From an optimization exercise on the open Yosys and OpenROAD flow, aimed at small area, a short achievable clock period and few clock cycles per item; shortcuts taken in it are not production practice.
RTL that was checked went through simulation tests only; none was proved equivalent to the original.
For run 2, only the layout was checked, not whether the RTL still works.

==> flow/design.v (outline; a module is shown in full before it is edited, if it fits) <==
// module mul_pipe_unit: 1213 lines
// module fa_cell: 10 lines
// module ha_cell: 9 lines
module mul_pipe_unit #(
    parameter int XLEN   = 32,
    parameter int STAGES = 3,
    parameter int TAG_W  = 5
) (
    input  logic              CLK_0,
    input  logic              RST_0,
    input  logic              in_valid,
    output logic              in_ready,
    input  logic [1:0]        in_op,
    input  logic [XLEN-1:0]   in_a,
    input  logic [XLEN-1:0]   in_b,
    input  logic [TAG_W-1:0]  in_tag,
    output logic              out_valid,
    input  logic              out_ready,
    output logic [XLEN-1:0]   out_result,
    output logic [TAG_W-1:0]  out_tag
);
  // ...
==> flow/flow/run.sh <==
#!/bin/bash
# Own layout flow: the standard ORFS flow with the standard synthesis unchanged;
# the port buffers are plain sky130_fd_sc_hd__buf_1 cells. make's full output
# goes to flow_make.log here; ORFS's per-step logs are under orfs/logs/.
set -euo pipefail
bash standard.sh "BUFFER_PORTS_ARGS=-buffer_cell sky130_fd_sc_hd__buf_1" SETUP_SLACK_MARGIN=5.2 finish > flow_make.log 2>&1
==> flow/standard.sh <==
#!/bin/bash
# synth_recipe.tcl (not shown) runs the flow's synth.tcl, then flattens the netlist and writes it again
# the make line also repeats each setting of config.mk as NAME=value (left out here)
make -C /OpenROAD-flow-scripts/flow DESIGN_CONFIG=/design/flow/config.mk WORK_HOME=/design/flow/orfs CLKGATE_MAP_FILE= SYNTH_SCRIPT=/design/flow/synth_recipe.tcl "${@:-finish}"
==> flow/config.mk <==
export PLATFORM = sky130hd
export DESIGN_NAME = mul_pipe_unit
export DESIGN_NICKNAME = mul_pipe_unit
export VERILOG_FILES = /design/flow/design.v
export SDC_FILE = /design/flow/constraint.sdc
export NUM_CORES = 4
export LEC_CHECK = 0
export ABC_AREA = 1
export CAP_MARGIN = 20
export CORE_MARGIN = 2
export CORE_UTILIZATION = 40
export SLEW_MARGIN = 20
export SYNTH_HIERARCHICAL = 1
==> flow/constraint.sdc <==
create_clock -name core_clock -period 10.0 [get_ports {CLK_0}]
set_input_delay 2.0000 -clock core_clock [delete_from_list [all_inputs] [get_ports {CLK_0}]]
set_output_delay 2.0000 -clock core_clock [all_outputs]
set_load 0.01 [all_outputs]
==> metrics.md, run 1 <==
| Metric | Value |
|---|---|
| Share of post-route cells with drive strength above 1 | `0.0492` |
| Post-synthesis register bit count | `roughly 180` |
| Register area | `around 0.0053 mm²` |
| HP Start | `tag_q1[3]$_DFFE_PP_` |
| Simple-gate share of the synthesized area | `0.0905` |
| CTS tree | `yes` |
| Num CTS Buffers | `17` |
| Non-clock buffer count | `201` |
| H-tree levels | `4` |
| CP Depth | `15` |
| DR vias/cell | `5.94` |
| Final WL | `roughly 110000 µm` |
| Vias in the first global route | `25649` |
| Crit-path leading delay family | `adder cells` |
| FFs & Latches | `around 180` |
| Hold slack final | `roughly 0.42 ns` |
| Status | `no timing/DRC/antenna violations` |
| Biggest register | `a_nq` |
| CP required | `roughly 10 ns` |
| DR vias | `~25000` |
| Well Taps | `978` |
| Layout clock area frac | `0.0187` |
| Post-DP HPWL | `just under 70000 µm` |
| Initial Utilization | `0.403` |
| CP max FO | `34` |
| Io pins | `114` |
| Final critical-path share of the clock period | `0.478` |
| DP Cell Count | `slightly above 4000` |
| Post-CTS Setup Repair Bufs | `0` |
| Initial antenna violation count | `1` |
| Final nets | `roughly 3800` |
| Sequential share of cell area | `0.165` |
| Largest net degree at the start of global routing | `77` |
| Worst reg2reg path depth | `15` |
| Mapped cell area | `0.0305 mm²` |
| Post-layout util | `0.425` |
| Distinct cell type count after synthesis | `33` |
| Top flop regs | `a_nq: 33 flops, x_q: 32 flops, y_q: 32 flops` |
| Top cell type's share of synthesized area | `0.315` |
Testbench counts, summed over its fixed seeds: cycles 3,216, items 3,200.
==> run 2: changes to the inputs <==
--- a/flow/design.v
+++ b/flow/design.v
@@ -1184,36 +1184,36 @@
     fa_cell u_f475 (.a(f363s), .b(f416c), .ci(f417s), .co(f475c), .s(f475s));
     fa_cell u_f476 (.a(f363c), .b(f418s), .ci(f417c), .co(f476c), .s(f476s));
     fa_cell u_f477 (.a(h55s), .b(f418c), .ci(f419s), .co(f477c), .s(f477s));
     fa_cell u_f478 (.a(h55c), .b(h58s), .ci(f419c), .co(f478c), .s(f478s));
     fa_cell u_f479 (.a(pp[542]), .b(h58c), .ci(h59s), .co(f479c), .s(f479s));
     logic [63:0] cs_s, cs_c;
     assign cs_s = {f479s, f477c, f477s, f476s, f475s, f474s, f472c, f471c, f470c, f469c, f469s, f468s, f466c, f465c, f464c, f463c, f462c, f461c, f460c, f459c, f458c, f457c, f456c, f455c, f454c, f453c, f452c, f451c, f450c, f449c, f448c, f447c, f446c, f445c, f444c, f443c, f442c, f441c, f440c, f439c, f438c, f437c, f436c, f435c, f434c, f433c, f432c, f431c, f430c, f429c, f428c, f427c, f426c, f425c, f424c, f423c, f422c, f421c, f420c, h61c, h60c, pp[34], pp[1], bneg_q[0]};
     assign cs_c = {f478c, f478s, f476c, f475c, f474c, f473c, f473s, f472s, f471s, f470s, f468c, f467c, f467s, f466s, f465s, f464s, f463s, f462s, f461s, f460s, f459s, f458s, f457s, f456s, f455s, f454s, f453s, f452s, f451s, f450s, f449s, f448s, f447s, f446s, f445s, f444s, f443s, f442s, f441s, f440s, f439s, f438s, f437s, f436s, f435s, f434s, f433s, f432s, f431s, f430s, f429s, f428s, f427s, f426s, f425s, f424s, f423s, f422s, f421s, f420s, h61s, h60s, 1'b0, pp[0]};
-    logic [24:0] low_sum;
-    assign low_sum = {1'b0, cs_s[23:0]} + {1'b0, cs_c[23:0]};
+    logic [20:0] low_sum;
+    assign low_sum = {1'b0, cs_s[19:0]} + {1'b0, cs_c[19:0]};
     logic [31:0]      x_q, y_q;
-    logic [7:0]  lx_q, ly_q;
+    logic [11:0]  lx_q, ly_q;
     logic             lc_q;
     logic [TAG_W-1:0] tag_q2;
     always_ff @(posedge CLK_0) begin
         if (adv) begin
             x_q    <= mul_q1 ? cs_s[31:0] : cs_s[63:32];
             y_q    <= mul_q1 ? cs_c[31:0] : cs_c[63:32];
-            lx_q   <= mul_q1 ? '0 : cs_s[31:24];
-            ly_q   <= mul_q1 ? '0 : cs_c[31:24];
-            lc_q   <= !mul_q1 & low_sum[24];
+            lx_q   <= mul_q1 ? '0 : cs_s[31:20];
+            ly_q   <= mul_q1 ? '0 : cs_c[31:20];
+            lc_q   <= !mul_q1 & low_sum[20];
             tag_q2 <= tag_q1;
         end
     end
-    logic [40:0] fin;
+    logic [44:0] fin;
     assign fin = {x_q, lx_q, 1'b1} + {y_q, ly_q, lc_q};
     assign out_valid  = v2;
-    assign out_result = fin[40:9];
+    assign out_result = fin[44:13];
     assign out_tag    = tag_q2;
 endmodule
 module fa_cell (
     input  logic a,
     input  logic b,
     input  logic ci,
     output logic co,
     output logic s
==> run 2 against run 1 <==
Flip-flop and latch count grew 8; routed wire length grew 3.3%; fmax grew 0.56%; core utilization grew 0.30 points; clock skew shrank 0.0073 ns; design area grew 3.1%; die area grew 2.8%; largest cell class unchanged; non-clock buffer count grew 7; worst setup slack gained 0.027 ns; critical endpoint is now in_ready.
==> metrics.md, run 2 <==
| Metric | Value |
|---|---|
| Num CTS Buffers | `17 (unchanged)` |
| Max cap viols | `0` |
| Die ar. | `0.0806 mm²` |
| Post-synthesis register bit count | `185 (+4.5%)` |
| R2R Setup Slk | `around 5.3 ns` |
| Worst flop-to-flop path startpoint | `btwo_nq[4]$_DFFE_PP_` |
| Clock transition at path regs | `0.08 ns` |
| Final nets | `3992 (+4.6%)` |
| Total gr overflow | `0` |
| Layout Cells excl Fill | `between 4000 and 5000` |
| Critical path class | `input pin to output port` |
| Io pins | `114 (unchanged)` |
| Final min period | `4.75 ns` |
| Mapped cell area | `0.0313 mm² (+2.8%)` |
| Share of post-route cells with drive strength above 1 | `0.0493 (+0.000118)` |
| Most frequent cells in the layout | `xor2_1, nand2_1, o22ai_1` |
| Drt drc | `0` |
| Fill cell count | `7685` |
| Critical Path End Type | `output port` |
| Number of synthesized flops with an enable pin | `183` |
| Achievable Freq | `211 MHz` |
| Die Span Y | `284 µm` |
| Max-slew headroom | `0.355` |
| Placer Congestion | `approximately 0.92` |
| Initial Utilization | `0.405 (+0.00193)` |
| Ys async rst share | `0` |
| Hold Vio Cnt, Final | `0` |
| DR vias/cell | `5.87 (-1.2%)` |
| Crit-path cells | `buf_1 -> nor2_4 -> clkinvlp_4 -> buf_16 -> clkbuf_2` |
| Clock latency (worst-skew pair) | `approximately 0.50 ns` |
| Mean post-synth cell area | `9.14 µm²` |
| First-pass GRT wire length | `around 160000 µm` |
| Most common cell after layout, fill and taps aside | `xor2_1` |
| Post-DP HPWL | `70400 µm (+1.4%)` |
| Worst setup path end | `in_ready` |
| Setup Skew | `0.0131 ns` |
| Final critical-path share of the clock period | `0.475 (-0.00268)` |
| DP Worst Slack | `4.83 ns` |
| Final WL | `109000 µm (+3.3%)` |
| Highest routed layer | `met5` |
| Vias in the first global route | `26886 (+4.8%)` |
| Routed len/inst | `25.0 µm` |
| Max reg flops | `33` |
| Worst Tran Pin Value | `0.967 ns` |
| # diodes | `0` |
| WL met3 | `approximately 14000 µm` |
| DP Cell Count | `4327 (+5.6%)` |
| Syn Inst Count | `3430` |
| Setup TNS | `0 ns` |
| Largest net degree at the start of global routing | `89 (+16%)` |
| Worst Path Arrival | `2.75 ns` |
| Top cell type's share of synthesized area | `0.307 (-0.00867)` |
| Core ar. | `0.0775 mm²` |
| Setup violations, final | `0` |
| Worst setup SP type | `input pin` |
| Hold WC Path Type | `flop to flop` |
| DR vias | `25624 (+4.4%)` |
| WL met1 | `41900 µm` |
| Clock tree buffer depth | `2` |
| Row count | `102` |
| Gr usage total | `0.270` |
| Slowest stage delay, CP | `0.18 ns` |
| Distinct cell type count after synthesis | `33 (unchanged)` |
| Antenna viol nets, final | `0` |
| Main area contributors after synthesis | `fa_1, edfxtp_1, xor2_1` |
| Unrepaired setup endpoints after global routing | `false` |
| Drt pass-1 iters | `8` |
| Die width | `284 µm` |
| Largest area contributor in the netlist | `fa_1` |
| Post-synth top cells | `xor2_1, nand2_1, o22ai_1` |
| Syn_nets | `around 4100` |
| Syn. warnings | `7` |
| Top flop regs | `a_nq: 33 flops, x_q: 32 flops, y_q: 32 flops` |
| Crit. Startpoint | `out_ready` |
| Area delta synth->final | `5.82%` |
| Slew Viols, Final | `0` |
| Biggest register | `a_nq` |
| Slowest CP cell | `buf_16` |
| Synth Flop Type | `edfxtp_1` |
| Clock net sink count | `185` |
| Final WS setup | `5.25 ns` |
| RR Endpoint | `y_q[31]$_DFFE_PP_` |
| Post-cts hold buffer count | `0` |
| CTS tree | `yes` |
| Met2 WL post-DR | `48500 µm` |
| CP max FO | `15 (-56%)` |
| Root buffer cell | `clkbuf_16` |
| CP required | `8.00 ns (-2.34 ns)` |
| Most frequent cell after synthesis | `xor2_1` |
| Worst reg2reg path depth | `11 (-4)` |
| H-tree levels | `4 (unchanged)` |
| Port Buffers | `roughly 110` |
| Status | `no timing/DRC/antenna violations` |
| Post-synthesis sequential area ratio | `0.177` |
| Initial DRC Count | `between 2000 and 3000` |
| Initial antenna violation count | `1 (unchanged)` |
## run 2: cell types whose count changed after synthesis, sizes merged, moves of 3 or more
cell | before | now
nand4 | 3 | 8
inv | 213 | 282
edfxtp | 175 | 183
xnor2 | 20 | 17
nand3b | 0 | 3
a21oi | 74 | 65
buf | 55 | 59
nand2 | 464 | 535
nor2 | 177 | 196
o21ai | 28 | 31
## run 2: critical path: cells and delay by family
kind | cells | cell delay, ns
buffers and inverters | 4 | 0.57
AND/OR/NAND/NOR | 1 | 0.15
## run 2: cell type report
type / instances / area (µm²) / area share
inverters: 283 / 1070 / 0.0321
clock inverters: 15 / 180 / 0.00543
clock buffers: 17 / 425 / 0.0128
well taps: 1040 / 1300 / 0.0392
flip-flops and latches: 185 / 5540 / 0.167
repair buffers: 208 / 1270 / 0.0382
multi-input cells: 2618 / 23400 / 0.705
## run 2: kinds of logic (layout without fill, tap and decap cells)
| kind of cell | Yosys count | after routing | synth area share |
|---|---|---|---|
| AO/OA/AOI/OAI | 618 | 618 | 0.120 |
| XOR/XNOR | 605 | 605 | 0.169 |
| flip-flops | 185 | 185 | 0.177 |
| buffers and inverters | 627 | 523 | 0.0772 |
| adder cells (fa/ha/maj) | 604 | 604 | 0.356 |
| AND/OR/NAND/NOR | 791 | 791 | 0.101 |
## run 2: worst min path at each step
| stage | depth (start not counted) | from | slack [ns] | endpoint |
|---|---|---|---|---|
| 4_1_cts | 0 | tag_q1[2]$_DFFE_PP_ | 0.42 | tag_q2[2]$_DFFE_PP_ |
| 2_1_floorplan | 0 | tag_q1[0]$_DFFE_PP_ | 0.40 | tag_q2[0]$_DFFE_PP_ |
| 6_report | 0 | tag_q1[1]$_DFFE_PP_ | 0.42 | tag_q2[1]$_DFFE_PP_ |
| 5_1_grt | 0 | tag_q1[2]$_DFFE_PP_ | 0.43 | tag_q2[2]$_DFFE_PP_ |
| 3_5_place_dp | 0 | tag_q1[1]$_DFFE_PP_ | 0.41 | tag_q2[1]$_DFFE_PP_ |
| 3_3_place_gp | 0 | tag_q1[4]$_DFFE_PP_ | 0.40 | tag_q2[4]$_DFFE_PP_ |
## run 2: stage by stage
step	cell area [µm²]	hold WS (ns)	util
global route	33200	0.426	0.428
detailed placement	32400	0.405	0.418
CTS	33000	0.422	0.426
floorplan	31400	0.400	-
finish	33200	0.423	0.428
global placement	32400	0.402	0.418
## run 2: per-layer routing
layer,vias up,track usage
li1,11023,-
met4,2,0.124
met5,-,0
met3,413,0.0769
met1,12367,0.351
met2,1819,0.415
## run 2: Yosys stat by module, one instance, submodules excluded
| module | flip-flops and latches | cell area, µm² | cells |
|---|---|---|---|
| mul_pipe_unit | 185 | 21000 | 2888 |
| fa_cell | 0 | 20.0 | 1 |
| ha_cell | 0 | 12.5 | 1 |
## run 2: timing repair
item                                    4_1_cts  5_1_grt
gates cloned                                  0        2
setup buffers                                 3        2
pin swaps                                     0        1
gates resized for setup                       3       18
endpoints found under the setup margin        7        5

-- re-timing with driven ports --
The flow's constraints put no driver on any port. The routed layouts listed below were extracted and timed again, unchanged, in two steps. Step 1: set_driving_cell puts a clkbuf_16 on CLK_0 and a buf_2 on each other input, an assumption about the parent block. Step 2 also shifts input and output timing later by t, the mid clock arrival at the registers, as if the neighbouring blocks saw the same clock. a / b / c = ideal / step 1 / step 2; a / b = the first two.
| run | shift t [ns] | slack for setup (ns) | worst setup path at the end | worst data-port slew with drivers (ns) | cell pins on the clock port's net |
|---|---|---|---|---|---|
| run 1 | 0.564 | 5.223 / 5.223 / 5.223 | register to register | 0.05 | 1 |
| run 2 | 0.552 | 5.250 / 5.229 / 5.229 | input to output | 0.05 | 1 |
After both steps setup and hold are still met in every run listed. For run 2, which loses most, drivers alone change the setup slack by -0.021 ns; drivers and shift together by -0.021 ns.
